This design comes from an exercise in tuning for small area, a short achievable clock period and few clock cycles per item on the open sky130 flow, not from production work.
In this exercise RTL edits were held to simulation tests only and were not proved equivalent to the original.

Setup of job 101:
==> flow/design.v (excerpt) <==
module mont_redc_ws #(
    parameter int P_WIDTH  = 64,
    parameter int W_WIDTH  = 32,
    parameter int PD_WIDTH = 2 * P_WIDTH,
    parameter int NUM_W    = P_WIDTH / W_WIDTH
) (
    input  logic                clk,
    input  logic                rst_n,
    input  logic                in_valid,
    output logic                in_ready,
    input  logic [PD_WIDTH-1:0] Mul_in,
    input  logic [P_WIDTH-1:0]  N_in,
    input  logic [W_WIDTH-1:0]  Nprime_in,
    output logic                out_valid,
    input  logic                out_ready,
    output logic [P_WIDTH-1:0]  res_out,
    output logic [P_WIDTH:0]    res_raw_out
);
For scale: ~2800 cells after synthesis, roughly 260 flip-flops, roughly 360 I/O pins, ~29000 um^2 of cells after synthesis.
==> flow/config.mk <==
export PLATFORM = sky130hd
export DESIGN_NAME = mont_redc_ws
export DESIGN_NICKNAME = mont_redc_ws
export VERILOG_FILES = /design/flow/design.v
export SDC_FILE = /design/flow/constraint.sdc
export NUM_CORES = 4
export LEC_CHECK = 0
export CAP_MARGIN = 20
export CORE_MARGIN = 2
export CORE_UTILIZATION = 40
export CTS_BUF_LIST = sky130_fd_sc_hd__clkbuf_8
export SLEW_MARGIN = 20
==> flow/constraint.sdc <==
create_clock -name core_clock -period 16.0 [get_ports {clk}]
set_input_delay 3.2000 -clock core_clock [delete_from_list [all_inputs] [get_ports {clk}]]
set_output_delay 3.2000 -clock core_clock [all_outputs]
set_load 0.01 [all_outputs]
standard.sh (not shown) runs the stock make flow with config.mk's settings and CLKGATE_MAP_FILE= SYNTH_SCRIPT=/design/flow/synth_recipe.tcl, a recipe that flattens the netlist after the stock synthesis.
==> flow/flow/run.sh <==
#!/bin/bash
# The standard layout (standard.sh: ORFS synth .. finish) with two changes:
#  - port buffers use the smallest plain buffer cell (every port still gets its own buffer)
#  - the setup repair over-fixes: repair_timing aims at 10.3 ns of setup slack instead of 0
export BUFFER_PORTS_ARGS="-buffer_cell sky130_fd_sc_hd__buf_1"
export SETUP_SLACK_MARGIN=10.3
bash standard.sh > standard.log 2>&1
Job 101 was carried through to the last stage, and its layout satisfied the timing, design-rule and antenna checks.
Testbench counts of job 101, summed over its fixed seeds: cycles 48,016, items 4,800.
#### Input delta (job 102 over job 101)
- a change of CORE_UTILIZATION from 40 to 55
- a change of SLEW_MARGIN from 20 to 60
### Flow results
Job 102 ran to completion and came out clean on the timing, design-rule and antenna checks. | setup slack | job 102 vs job 101 | better |. Job 102 vs job 101 — worst reg2reg path depth rose 9. Comparing job 101 against job 102, there is no change at all in post-cts hold buffer count. Job 102 vs job 101: count of non-filler cells in the finished layout down by a few percent.


## run 1
Another version of the RTL of mont_redc_ws (not shown whole).
Size in the first run: roughly 260 flip-flops, ~360 I/O pins.
clock: 16.0 ns
lec_check: 0
cap_margin: 20
core_margin: 2
core_utilization: 40
cts_buf_list: sky130_fd_sc_hd__clkbuf_8
slew_margin: 60
==> flow/flow/run.sh <==
#!/bin/bash
# The standard layout (standard.sh: ORFS synth .. finish) with two changes:
#  - port buffers use the smallest plain buffer cell (every port still gets its own buffer)
#  - the setup repair over-fixes: repair_timing aims at 10 ns of setup slack instead of 0
export BUFFER_PORTS_ARGS="-buffer_cell sky130_fd_sc_hd__buf_1"
export SETUP_SLACK_MARGIN=10
bash standard.sh > standard.log 2>&1
Testbench counts of run 1, summed over its fixed seeds: cycles 48,016, items 4,800.
diff inputs: run 1 => run 2
==> flow/flow/run.sh <==
#!/bin/bash
# The standard layout (standard.sh: ORFS synth .. finish), except that the port
# buffers use the smallest plain buffer cell (every port still gets its own buffer).
export BUFFER_PORTS_ARGS="-buffer_cell sky130_fd_sc_hd__buf_1"
bash standard.sh > standard.log 2>&1
Results
Run 2 completed every stage of the flow, and the final layout passed the timing, design-rule and antenna checks. In the reports for run 1 and run 2, the larger portion of the clock cycle consumed by the worst path in the final layout belongs to run 2. In run 2, wire length of the first global-routing pass is higher than in run 1. From run 1 to run 2 the numbers moved as follows: quantity of gates resized following cts fell 7; sequential share of layout area shows an increase of 0.18 points. Maximum clock frequency was lower in the run labelled run 2.
What run 3 does differently from run 2 at the input level:
- CTS_BUF_LIST no longer set, was sky130_fd_sc_hd__clkbuf_8
==> flow/run.sh (new file) <==
#!/bin/bash
# synth_recipe.tcl (not shown) runs the flow's synth.tcl, then flattens the netlist and writes it again
# the make line also repeats each setting of config.mk as NAME=value (left out here)
make -C /OpenROAD-flow-scripts/flow DESIGN_CONFIG=/design/flow/config.mk WORK_HOME=/design/flow/orfs CLKGATE_MAP_FILE= SYNTH_SCRIPT=/design/flow/synth_recipe.tcl finish
removed: flow/flow/run.sh
removed: flow/standard.sh
## What came out
- STATUS fmax: run 3 loses against run 2
- Compared with run 2, run 3 shows largest net degree at the start of global routing that has gone up by more than 10%.
- When run 3 is measured against run 2, its layout-stage area growth over the synthesis result turns out 7.3 points higher.
[inputs] run 4 vs run 3
- setting CTS_BUF_LIST to sky130_fd_sc_hd__clkbuf_8 for the first time
==> flow/flow/run.sh (new file) <==
#!/bin/bash
# The standard layout (standard.sh: ORFS synth .. finish) with two changes:
#  - port buffers use the smallest plain buffer cell (every port still gets its own buffer)
#  - the setup repair over-fixes: repair_timing aims at 10.6 ns of setup slack instead of 0
export BUFFER_PORTS_ARGS="-buffer_cell sky130_fd_sc_hd__buf_1"
export SETUP_SLACK_MARGIN=10.6
bash standard.sh > standard.log 2>&1
==> flow/standard.sh (new file) <==
#!/bin/bash
# synth_recipe.tcl (not shown) runs the flow's synth.tcl, then flattens the netlist and writes it again
# the make line also repeats each setting of config.mk as NAME=value (left out here)
make -C /OpenROAD-flow-scripts/flow DESIGN_CONFIG=/design/flow/config.mk WORK_HOME=/design/flow/orfs CLKGATE_MAP_FILE= SYNTH_SCRIPT=/design/flow/synth_recipe.tcl "${@:-finish}"
removed: flow/run.sh
--- outcome ---
A slowest library cell on the worst path of fa_1 is what run 4 shows, while clkinv_1 belongs to run 3. Hold slack delta (run 3 -> run 4): insignificant. The fill cell total of the finished layout in run 4 was lower than what run 3 gave. Count of buffer and inverter cells on the critical path (higher): run 4. After detailed routing, run 3 needs less wire than run 4. Worst-case headroom to the max-slew limit: run 4 and run 3 compared, lower one is run 4. Compared with run 3, run 4 shows a non-clock buffer count that is about 28% higher. Going from run 3 to run 4, overall fraction of global-route tracks in use went up; worst setup slack went up.

[what the ideal ports hide]
How much do the figures lean on ideal ports? The routed layouts below were timed once more, with nothing changed but the port constraints. Step 1: set_driving_cell puts a clkbuf_16 on clk and a buf_2 on each other input, an assumption about the parent block. Step 2, shift: input delay + t, output delay - t, t = (earliest + latest rising clock arrival at the registers) / 2. This alone moves slack from input paths to output paths. a / b / c = ideal / step 1 / step 2; a / b = the first two.
| run | t, ns | setup slack, ns | slew at the worst register clock pin (ns) | pins driven straight from the clock port |
|---|---|---|---|---|
| job 101 | 0.717 | 10.377 / 10.377 / 10.377 | 0.07 / 0.07 | 1 |
| job 102 | 0.711 | 10.410 / 10.352 / 10.443 | 0.07 / 0.07 | 1 |
| run 1 | 0.708 | 10.158 / 10.158 / 10.158 | 0.08 / 0.08 | 1 |
| run 2 | 0.687 | 9.707 / 9.707 / 9.707 | 0.08 / 0.08 | 1 |
| run 3 | 0.615 | 9.594 / 9.594 / 9.594 | 0.07 / 0.07 | 1 |
| run 4 | 0.705 | 10.441 / 10.441 / 10.441 | 0.08 / 0.08 | 1 |
After both steps setup and hold are still met in every run listed.
